This design comes from an exercise in tuning for small area on the open sky130 flow, not from production work. The RTL was checked by simulation tests, not by an equivalence proof against the original design. Power figures rest on the tool's default switching activity, not on a simulated workload.

==> flow/design.v <==
module fir_tap_sequencer #(
    parameter int unsigned NTAPS     = 32,
    parameter int unsigned MAC_LAT   = 3,
    parameter int unsigned COEF_FRAC = 17
) (
    input  logic                     clk,
    input  logic                     rst,
    input  logic [23:0]              in_data,
    input  logic                     in_valid,
    output logic                     in_ready,
    input  logic                     coef_we,
    input  logic [$clog2(NTAPS)-1:0] coef_addr,
    input  logic [17:0]              coef_data,
    output logic [24:0]              mac_a,
    output logic [17:0]              mac_b,
    output logic [47:0]              mac_c,
    input  logic [47:0]              mac_out,
    input  logic                     mac_valid,
    output logic [23:0]              out_data,
    output logic                     out_valid,
    output logic                     err
);
    localparam int unsigned AW    = $clog2(NTAPS);
    localparam int unsigned DEPTH = 1 << AW;
    localparam int unsigned CW    = $clog2(NTAPS + MAC_LAT) + 1;
    typedef enum logic [1:0] {
        StIdle,
        StRun,
        StDrain,
        StOut
    } state_e;
    state_e               state_q, state_d;
    logic [CW-1:0]        cnt_q, cnt_d;
    logic [AW-1:0]        wr_ptr_q, wr_ptr_d;
    logic [AW-1:0]        newest_q, newest_d;
    logic [47:0]          acc_q, acc_d;
    logic [23:0]          out_data_q, out_data_d;
    logic                 out_valid_q, out_valid_d;
    logic                 err_q, err_d;
    logic [MAC_LAT-1:0]   pipe_q, pipe_d;
    logic [3:0]           ign_q, ign_d;
    logic [23:0]          dline_q [DEPTH];
    logic [17:0]          coef_q  [DEPTH];
    logic                 dl_we;
    logic                 coef_wr;
    logic [AW-1:0]        tap_k;
    logic [AW-1:0]        rd_idx;
    logic [47:0]          acc_sum;
    logic [23:0]          fmt_data;
    logic                 issue;
    assign tap_k   = cnt_q[AW-1:0];
    assign acc_sum = acc_q + mac_out;
    assign issue   = (state_q == StRun);
    always_comb begin
        if (newest_q >= tap_k) begin
            rd_idx = newest_q - tap_k;
        end else begin
            rd_idx = AW'({1'b0, newest_q} + (AW+1)'(NTAPS) - {1'b0, tap_k});
        end
    end
    logic signed [48:0] rnd_full;
    logic signed [48:0] rnd_shift;
    always_comb begin
        rnd_full  = $signed({acc_sum[47], acc_sum}) + (49'sd1 <<< (COEF_FRAC - 1));
        rnd_shift = rnd_full >>> COEF_FRAC;
        if (rnd_shift > 49'sd8388607) begin
            fmt_data = 24'h7fffff;
        end else if (rnd_shift < -49'sd8388608) begin
            fmt_data = 24'h800000;
        end else begin
            fmt_data = rnd_shift[23:0];
        end
    end
    always_comb begin
        mac_a = '0;
        mac_b = '0;
        mac_c = '0;
        if (state_q == StRun) begin
            mac_a = {dline_q[rd_idx][23], dline_q[rd_idx]};
            mac_b = coef_q[tap_k];
            if (cnt_q >= CW'(MAC_LAT)) begin
                mac_c = mac_out;
            end
        end
    end
    always_comb begin
        state_d     = state_q;
        cnt_d       = cnt_q;
        wr_ptr_d    = wr_ptr_q;
        newest_d    = newest_q;
        acc_d       = acc_q;
        out_data_d  = out_data_q;
        out_valid_d = 1'b0;
        dl_we       = 1'b0;
        coef_wr     = 1'b0;
        unique case (state_q)
            StIdle: begin
                coef_wr = coef_we;
                if (in_valid) begin
                    dl_we    = 1'b1;
                    newest_d = wr_ptr_q;
                    wr_ptr_d = (wr_ptr_q == AW'(NTAPS - 1)) ? '0 : wr_ptr_q + 1'b1;
                    acc_d    = '0;
                    cnt_d    = '0;
                    state_d  = StRun;
                end
            end
            StRun: begin
                if (cnt_q == CW'(NTAPS - 1)) begin
                    cnt_d   = '0;
                    state_d = StDrain;
                end else begin
                    cnt_d = cnt_q + 1'b1;
                end
            end
            StDrain: begin
                acc_d = acc_sum;
                if (cnt_q == CW'(MAC_LAT - 1)) begin
                    out_data_d  = fmt_data;
                    out_valid_d = 1'b1;
                    state_d     = StOut;
                end else begin
                    cnt_d = cnt_q + 1'b1;
                end
            end
            StOut: begin
                state_d = StIdle;
            end
            default: begin
                state_d = StIdle;
            end
        endcase
    end
    always_comb begin
        pipe_d = MAC_LAT'({pipe_q, issue});
        ign_d  = (ign_q != '0) ? ign_q - 1'b1 : '0;
        err_d  = err_q | ((ign_q == '0) && (mac_valid != pipe_q[MAC_LAT-1]));
    end
    always_ff @(posedge clk) begin
        if (rst) begin
            state_q     <= StIdle;
            cnt_q       <= '0;
            wr_ptr_q    <= '0;
            newest_q    <= '0;
            acc_q       <= '0;
            out_data_q  <= '0;
            out_valid_q <= 1'b0;
            err_q       <= 1'b0;
            pipe_q      <= '0;
            ign_q       <= 4'(MAC_LAT);
            for (int i = 0; i < DEPTH; i++) begin
                dline_q[i] <= '0;
            end
        end else begin
            state_q     <= state_d;
            cnt_q       <= cnt_d;
            wr_ptr_q    <= wr_ptr_d;
            newest_q    <= newest_d;
            acc_q       <= acc_d;
            out_data_q  <= out_data_d;
            out_valid_q <= out_valid_d;
            err_q       <= err_d;
            pipe_q      <= pipe_d;
            ign_q       <= ign_d;
            if (dl_we) begin
                dline_q[wr_ptr_q] <= in_data;
            end
        end
    end
    always_ff @(posedge clk) begin
        if (coef_wr) begin
            coef_q[coef_addr] <= coef_data;
        end
    end
    assign in_ready  = (state_q == StIdle);
    assign out_data  = out_data_q;
    assign out_valid = out_valid_q;
    assign err       = err_q;
endmodule
==> flow/run.sh <==
#!/bin/bash
# synth_recipe.tcl (not shown) runs the flow's synth.tcl, then flattens the netlist and writes it again
# the make line also repeats each setting of config.mk as NAME=value (left out here)
make -C /OpenROAD-flow-scripts/flow DESIGN_CONFIG=/design/flow/config.mk WORK_HOME=/design/flow/orfs CLKGATE_MAP_FILE= SYNTH_SCRIPT=/design/flow/synth_recipe.tcl finish
==> flow/config.mk <==
export PLATFORM = sky130hd
export DESIGN_NAME = fir_tap_sequencer
export DESIGN_NICKNAME = fir_tap_sequencer
export VERILOG_FILES = /design/flow/design.v
export SDC_FILE = /design/flow/constraint.sdc
export NUM_CORES = 4
export LEC_CHECK = 0
export CAP_MARGIN = 20
export CORE_MARGIN = 2
export CORE_UTILIZATION = 40
export SLEW_MARGIN = 20
==> flow/constraint.sdc <==
create_clock -name core_clock -period 10.0 [get_ports {clk}]
set_input_delay 2.0000 -clock core_clock [delete_from_list [all_inputs] [get_ports {clk}]]
set_output_delay 2.0000 -clock core_clock [all_outputs]
set_load 0.01 [all_outputs]
==> results of run 1 <==
layout make-up:
cell class / count / area [sq um]
clock inverter: 72 / 717
sequential: 1449 / 42500
tap: 2175 / 2720
inverter: 28 / 105
fill: 13900 / 87900
timing repair buffer: 291 / 2670
multi-input combinational: 2334 / 22100
antenna: 4 / 10.0
clock buffer: 201 / 4060
Yosys cell counts, drive strengths merged, types with 9 or more instances:
cell type,instances,area (sq um)
a211oi,33,358
a21o,26,196
a21oi,87,454
a22oi,48,360
a31oi,11,68.8
and2,830,5190
and3,10,62.6
buf,64,318
clkbuf,246,923
dfxtp,105,2100
edfxtp,1344,40400
ha,64,801
inv,28,105
mux2i,51,510
mux4,420,9460
nand2,96,360
nand3,25,135
nand4,34,240
nor2,275,1030
nor3,27,155
nor4,9,90.1
o21a,9,67.6
o21ai,54,278
or2,32,200
or3,16,100
xnor2,38,333
xor2,22,200
stage by stage:
step	instances	hold WS [ns]	utilization, %
6_report	6554	0.448	46.0
2_1_floorplan	4121	0.414	-
4_1_cts	6549	0.447	46.1
5_1_grt	6552	0.465	46.0
3_5_place_dp	6276	0.434	43.1
3_3_place_gp	6274	0.431	43.1
worst max-delay path, stage by stage (launching register included):
cell	delay, ns
dfxtp_1	0.48
ha_4	0.17
inv_1	0.05
fa_4	1.17
buf_4	0.56
mux4_2	0.61
mux4_2	0.57
mux2i_1	0.76
nor2_1	0.09
clkdlybuf4s50_1	0.52
flip-flops by register name, summed over array words and instances, names as in the netlist, named ones only:
register	count
dline_q	768
coef_q	576
acc_q	48
out_data_q	24
cnt_q	7
newest_q	5
wr_ptr_q	5
ign_q	4
pipe_q	3
state_q	2
err_q	1
out_valid_q	1
power by group:
group	total [mW]	internal (mW)	switching, mW
combinational	5.50	2.51	2.99
sequential	6.94	6.84	0.103
clock	5.48	3.07	2.41
routing by layer:
metal	global-route usage, %	vias up	wire length, microns
met5	0	-	27
met4	5.07	4	3430
met3	3.51	223	10100
met2	33.3	1065	82800
met1	29.0	19000	76400
li1	-	16000	-
logic make-up (layout without fill, tap and decap cells):
logic type      Yosys count  count (layout)
compound gates          335             335
fa+ha+maj                66              66
buf+inv                 338             592
flops                  1449            1449
mux                     472             472
simple gates           1401            1401
xor+xnor                 60              60
other cells               0               4
final timing paths:
| path | startpoint | endpoint | slack [ns] | depth (start not counted) |
|---|---|---|---|---|
| worst min register to register | pipe_q[0] | pipe_q[1] | 0.45 | 1 |
| worst max-delay path | cnt_q[0] | mac_a[19] | 2.24 | 9 |
| worst min-delay path | pipe_q[0] | pipe_q[1] | 0.45 | 1 |
| worst max register to register | acc_q[0] | out_data_q[19] | 4.80 | 19 |
==> results.txt, run 1 <==
initial antenna violation count=15; setup_tns=0 ns; 1st-pass router iterations=7; worst hold-check path type=reg2reg; final layout net count=approximately 4,400; prevailing post-synth register cell=edfxtp_1; Synth Area in XOR/XNOR=less than 1%; vias in the first global route=37,000; Die Ht=slightly above 400 microns; Slew headroom=27.9%; Worst setup EP type=output port; Max Slew Vio Count=0; Fin Clk Skew=~0.040 ns; total congestion overflow=0; setup bufs post-CTS=0; slew of the pin with the lowest slew margin=between 1 and 1.5 ns; root buffer cell=clkbuf_16; Routed Antenna Nets=0; pin count of the biggest net entering global routing=between 90 and 100; ratio of cells with drive above 1 in the final layout=about a fifth; vias=approximately 36,000; clk sinks=~1,400; yosys warns=1; clk latency of the worst-skew pair=between 0.7 and 0.8 ns; htree depth=4; most common cell after layout, fill and taps aside=edfxtp_1; total power=approximately 18 mW; num ports=~220; Simple-Gate Fraction of Synth Area=between 10% and 20%; ys async rst share=0%; via-per-instance ratio=5.54; CP Max Fanout=25; synth unique cells=98; routed wire length=between 150,000 and 200,000 microns; fin crit share=77.6%; Seq cells post-synth=1,449; HPWL after DPL=between 100,000 and 150,000 microns; Netlist Area Pre-Place=roughly 66,000 sq um; Hold Buf Count CTS=0; placed cell area=70,200 sq um; Post-Synth Adder-Cell Area=1.28%; Arr. time, crit path=between 5 and 6 ns; setup ws final=around 2.2 ns; status=finished clean; initial DRC count=3,149; num rows=148; FMAX=around 130 MHz; initial cell density of the core=just over 40%; clk slew on worst S/H paths=roughly 0.06 ns; Setup Viol. Count Final=0; Crit path required time=approximately 8.0 ns; Setup WS pre-CTS=2.34 ns; main combinational cell family by area after synthesis=multiplexers; mux share of post-synthesis cell area=about 15%; CTS tree=built; Placer Congestion=about 0.87; pwr/cell area=roughly 240 nW/um^2; leakage=25.2 nW; Post-CTS Resized=0; Cells after Synth=about 4,000; sequential share of the synthesized area=between 60 and 70%; final hold vios=0; Residual DRC=0; Post-synth EDFFs=between 1,000 and 1,500; crit start category=flop; port bufs=about 220; Die W=409 microns; CTS max path bufs=3; Worst Setup Path Type=reg2out; full die area=between 150,000 and 200,000 sq um; syn_area_per_cell=roughly 16 sq um; Peak VDD IR=~190 uV; DR WL/cell=roughly 26 microns; Synth-to-Final Area Change=14.1%; post-synthesis compound-gate area fraction=3.79%; most frequent cells in the layout=edfxtp_1 (1,344), and2_1 (830), mux4_2 (420); first-pass GRT wire length=~250,000 microns; Synthesized Nets=roughly 4,300; TritonCTS buffer count=153; RSZ-0062 raised after global routing=no; Placeable Area=163,000 sq um; GRT Overall Usage=just over 20%; Tmin final=about 7.8 ns; fin area=around 75,000 sq um; maxcap violations=0
==> run 2: changes to the inputs <==
==> flow/design.v (replaced) <==
module fir_tap_sequencer #(
    parameter int unsigned NTAPS     = 32,
    parameter int unsigned MAC_LAT   = 3,
    parameter int unsigned COEF_FRAC = 17
) (
    input  logic                     clk,
    input  logic                     rst,
    input  logic [23:0]              in_data,
    input  logic                     in_valid,
    output logic                     in_ready,
    input  logic                     coef_we,
    input  logic [$clog2(NTAPS)-1:0] coef_addr,
    input  logic [17:0]              coef_data,
    output logic [24:0]              mac_a,
    output logic [17:0]              mac_b,
    output logic [47:0]              mac_c,
    input  logic [47:0]              mac_out,
    input  logic                     mac_valid,
    output logic [23:0]              out_data,
    output logic                     out_valid,
    output logic                     err
);
    localparam int unsigned AW = $clog2(NTAPS);
    typedef enum logic [1:0] {
        StIdle,
        StRun,
        StDrain,
        StOut
    } state_e;
    state_e             state_q;
    logic [AW-1:0]      cnt_q;
    logic [AW:0]        fill_q;        
    logic [47:0]        acc_q;
    logic [23:0]        out_data_q;
    logic               out_valid_q;
    logic               err_q;
    logic [MAC_LAT-1:0] pipe_q;
    logic [1:0]         ign_q;
    logic [23:0]        ring_q [NTAPS];
    logic [17:0]        coef_q [NTAPS];
    logic               idle, run, drain;
    logic               accept;
    logic               rotate;
    logic               last_tap;
    logic [47:0]        acc_sum;
    logic [23:0]        fmt_data;
    assign idle     = (state_q == StIdle);
    assign run      = (state_q == StRun);
    assign drain    = (state_q == StDrain);
    assign accept   = idle & in_valid;
    assign last_tap = (cnt_q == AW'(NTAPS - 1));
    assign rotate   = run & ~last_tap;
    assign acc_sum  = acc_q + mac_out;
    always_comb begin
        if (acc_sum[47:40] == 8'h00 || acc_sum[47:40] == 8'hff) begin
            fmt_data = acc_sum[40:17];
        end else if (!acc_sum[47] || acc_sum[46:16] == '0) begin
            fmt_data = 24'h7fffff;
        end else begin
            fmt_data = 24'h800000;
        end
    end
    always_comb begin
        mac_a = '0;
        mac_c = '0;
        if (run) begin
            if (fill_q[AW] || (cnt_q < fill_q[AW-1:0])) begin
                mac_a = {ring_q[0][23], ring_q[0]};
            end
            if (cnt_q >= AW'(MAC_LAT)) begin
                mac_c = mac_out;
            end
        end
    end
    logic [NTAPS-1:0] tap_sel;
    always_comb begin
        tap_sel = '0;
        tap_sel[cnt_q] = run;
    end
    always_comb begin
        mac_b = '0;
        for (int i = 0; i < NTAPS; i++) begin
            mac_b = mac_b | ({18{tap_sel[i]}} & coef_q[i]);
        end
    end
    always_ff @(posedge clk) begin
        if (rst) begin
            state_q <= StIdle;
        end else begin
            unique case (state_q)
                StIdle:  if (in_valid) state_q <= StRun;
                StRun:   if (last_tap) state_q <= StDrain;
                StDrain: if (cnt_q == AW'(MAC_LAT - 1)) state_q <= StOut;
                default: state_q <= StIdle;
            endcase
        end
    end
    always_ff @(posedge clk) begin
        if (idle || (run && last_tap)) begin
            cnt_q <= '0;
        end else begin
            cnt_q <= cnt_q + 1'b1;
        end
    end
    always_ff @(posedge clk) begin
        if (rst) begin
            fill_q <= '0;
        end else if (accept && !fill_q[AW]) begin
            fill_q <= fill_q + 1'b1;
        end
    end
    always_ff @(posedge clk) begin
        if (drain) begin
            acc_q <= acc_sum;
        end else begin
            acc_q <= 48'(1) << (COEF_FRAC - 1);
        end
    end
    always_ff @(posedge clk) begin
        if (rst) begin
            out_data_q  <= '0;
            out_valid_q <= 1'b0;
        end else begin
            out_valid_q <= 1'b0;
            if (drain && cnt_q == AW'(MAC_LAT - 1)) begin
                out_data_q  <= fmt_data;
                out_valid_q <= 1'b1;
            end
        end
    end
    always_ff @(posedge clk) begin
        pipe_q <= {pipe_q[MAC_LAT-2:0], run};
    end
    always_ff @(posedge clk) begin
        if (rst) begin
            ign_q <= 2'(MAC_LAT);
            err_q <= 1'b0;
        end else begin
            if (ign_q != '0) begin
                ign_q <= ign_q - 1'b1;
            end
            if (ign_q == '0 && mac_valid != pipe_q[MAC_LAT-1]) begin
                err_q <= 1'b1;
            end
        end
    end
    always_ff @(posedge clk) begin
        if (accept) begin
            ring_q[0] <= in_data;
        end else if (rotate) begin
            ring_q[0] <= ring_q[1];
        end
    end
    for (genvar i = 1; i < NTAPS; i++) begin : g_ring
        always_ff @(posedge clk) begin
            if (rotate) begin
                ring_q[i] <= ring_q[(i + 1) % NTAPS];
            end
        end
    end
    always_ff @(posedge clk) begin
        if (idle && coef_we) begin
            coef_q[coef_addr] <= coef_data;
        end
    end
    assign in_ready  = idle;
    assign out_data  = out_data_q;
    assign out_valid = out_valid_q;
    assign err       = err_q;
endmodule
==> run 2 against run 1 <==
Fmax increased by 8.5%. Utilization rose by 1.6 points. Hold slack worse by 0.14 ns. First-iteration DRC count is 6.4% lower. Setup slack improved by 0.61 ns. Non-clock buffer count grew 5. Die area fell by 22%. Clock-buffer cell count is 15 lower. Sequential share of layout area up 13 points. Critical path depth increased by 4. Sequential power increased by 22%. Final cell count down 25%. Largest cell class unchanged. Highest routed layer unchanged.
==> results.txt, run 2 <==
Crit path required time=roughly 8 ns; Residual DRC=0; initial DRC count=roughly 2,900; setup bufs post-CTS=0; Synthesized Nets=approximately 3,000; maxcap violations=0; most frequent cells in the layout=edfxtp_1 (1,344), clkdlybuf4s50_1 (208), nor2_1 (182); Netlist Area Pre-Place=between 50,000 and 60,000 sq um; Worst setup EP type=output port; Seq cells post-synth=~1,400; pwr/cell area=approximately 260 nW/um^2; initial cell density of the core=40.2%; Placer Congestion=0.854; GRT Overall Usage=between 10% and 20%; via-per-instance ratio=approximately 5.4; yosys warns=2; CP Max Fanout=13; final layout net count=3,320; Commonest cells post-synth=edfxtp_1 (1,344), nor2_1 (209), a22oi_1 (173); Arr. time, crit path=~5.2 ns; 1st-pass router iterations=5; num ports=218; port bufs=217; Post-CTS Resized=0; vias in the first global route=around 25,000; vias=about 27,000; Post-synth EDFFs=1,344; Peak VDD IR=~180 uV; Routed Antenna Nets=0; fin area=between 60,000 and 70,000 sq um; Synth area leaders=edfxtp_1 (79%), dfxtp_1 (3.6%), a22oi_1 (2.5%); status=finished clean; htree depth=4; full die area=131,000 sq um; biggest area consumer among synthesized cells=edfxtp_1; sequential share of the synthesized area=about 82%; FMAX=approximately 140 MHz; Slew headroom=between 20% and 30%; Hold Buf Count CTS=0; Cells after Synth=2,800; routed wire length=114,000 microns; Tmin final=7.15 ns; Placeable Area=approximately 130,000 sq um; final hold vios=0; first-pass GRT wire length=~170,000 microns; Fill cells=10,600; ratio of cells with drive above 1 in the final layout=a little under an eighth; root buffer cell=clkbuf_16; CTS tree=built; clk latency of the worst-skew pair=approximately 0.78 ns; Setup Viol. Count Final=0; multi-input logic area=~8600 sq um; Reg with most FFs=ring_q; clk slew on worst S/H paths=0.06 ns; worst hold-check path type=reg2reg; HPWL after DPL=between 60,000 and 70,000 microns; num rows=approximately 130; Synth-to-Final Area Change=18.2%; pin count of the biggest net entering global routing=185; initial antenna violation count=3; slew of the pin with the lowest slew margin=~1.1 ns; syn_area_per_cell=roughly 18 sq um; Die Ht=about 360 microns; total congestion overflow=0; Largest regs=ring_q x768, coef_q x576, acc_q x48; crit start category=flop; area fraction of the dominant cell type after synthesis=between 70% and 80%; DR WL/cell=around 23 microns; max FFs per register=roughly 770; TritonCTS buffer count=148; hold_ws=between 0.3 and 0.4 ns; Die W=~360 microns; most common cell after layout, fill and taps aside=edfxtp_1; Reg area=42,200 sq um; fin crit share=between 70% and 80%; leakage=between 15 and 20 nW; placed cell area=around 56,000 sq um; prevailing post-synth register cell=edfxtp_1; ys async rst share=0%; Worst Setup Path Type=reg2out; setup_tns=0 ns; synth unique cells=84; CTS max path bufs=3; Max Slew Vio Count=0; most common cell in the netlist=edfxtp_1; Fin Clk Skew=slightly below 0.05 ns; RSZ-0062 raised after global routing=no; clk sinks=around 1,400
run 2: changes by cell type in the layout (fill, tap and decap cells not counted), moves of 26 or more:
cell      change
mux2_2       +26
mux2i_1      -43
mux4_2      -420
or2_2        -30
a222oi_1     +38
and2_1      -746
a22oi_1     +125
a221oi_1     +42
nand3_1      +28
nor2_1       -44
nand4_1      +43
run 2: cell type report:
cell class                      instances  area share [%]
Sequential cell                      1436            69.8
Inverter                               33           0.205
Clock buffer                          186            6.43
Multi-Input combinational cell       1243            14.2
Antenna cell                            1         0.00414
Clock inverter                         76            1.30
Tap cell                             1662            3.44
Timing Repair Buffer                  296            4.60
run 2: worst paths after layout:
| check | from | end | slack, ns | cells after the start |
|---|---|---|---|---|
| setup / recovery | cnt_q[0] | mac_b[0] | 2.85 | 13 |
| hold / removal | pipe_q[0] | pipe_q[1] | 0.31 | 0 |
| setup reg to reg | acc_q[3] | out_data_q[2] | 5.22 | 12 |
| hold reg to reg | pipe_q[0] | pipe_q[1] | 0.31 | 0 |
run 2: power breakdown:
group / leakage [nW] / internal, mW / switching (mW)
logic: 4.26 / 0.563 / 1.37
clock network: 2.24 / 2.97 / 2.29
registers: 13.1 / 8.13 / 0.339
run 2: kinds of logic after synthesis:
group                      after synthesis  synth area share, %
buffers and inverters                  121                0.975
xor gates and xnor gates                38                0.650
DFF                                   1436                 82.5
and+or+nand+nor                        588                 5.75
AOI/OAI and AO/OA                      520                 7.88
muxes                                   35                0.751
adders and majority gates               62                 1.53
run 2: stage by stage:
stage | utilization, % | power, mW | instances | worst slack (ns)
finish | 47.5 | 15.7 | 4933 | 2.85
global placement | 43.9 | 10.5 | 4667 | 3.19
detailed placement | 43.9 | 10.5 | 4668 | 3.13
CTS | 47.5 | 15.9 | 4930 | 2.70
global route | 47.5 | 16.3 | 4932 | 2.57
floorplan | - | 9.99 | 2800 | -3.00
run 2: per-layer routing:
metal	part of all wire, %	global-route usage [%]	wire length [microns]	vias to the layer above
li1	-	-	-	12000
met4	2.7	5.87	3030	2
met5	0.014	0	16	-
met3	6.4	3.11	7280	197
met2	44	25.6	50900	869
met1	46	25.3	53200	13600
run 2: critical path, stage by stage (launching register included):
cell,delay [ns]
dfxtp_1,0.61
inv_1,0.19
ha_1,0.35
nand3b_1,0.13
a21oi_1,0.06
a31oi_1,0.82
nor2_2,0.29
buf_4,0.32
a22o_1,0.26
a221oi_1,0.23
nand3_1,0.11
nor2_1,0.31
nand4_1,0.19
clkdlybuf4s50_1,0.52

[static timing again, ports no longer ideal]
In the flow no input, the clock included, has a driving cell. The finished layouts below were timed again as built, in two steps. Step 1: set_driving_cell puts a clkbuf_16 on clk and a buf_2 on each other input, an assumption about the parent block. Step 2 also shifts input and output timing later by t, the mid clock arrival at the registers, as if the neighbouring blocks saw the same clock. Slacks: no drivers / after step 1 / after step 2; pairs: no drivers / after step 1.
run	t (ns)	slack for setup (ns)	worst data-port slew with drivers (ns)
run 1	0.849	2.241 / 2.170 / 2.413	0.13
run 2	0.826	2.852 / 2.776 / 3.034	0.08
After both steps setup and hold are still met in every run listed.
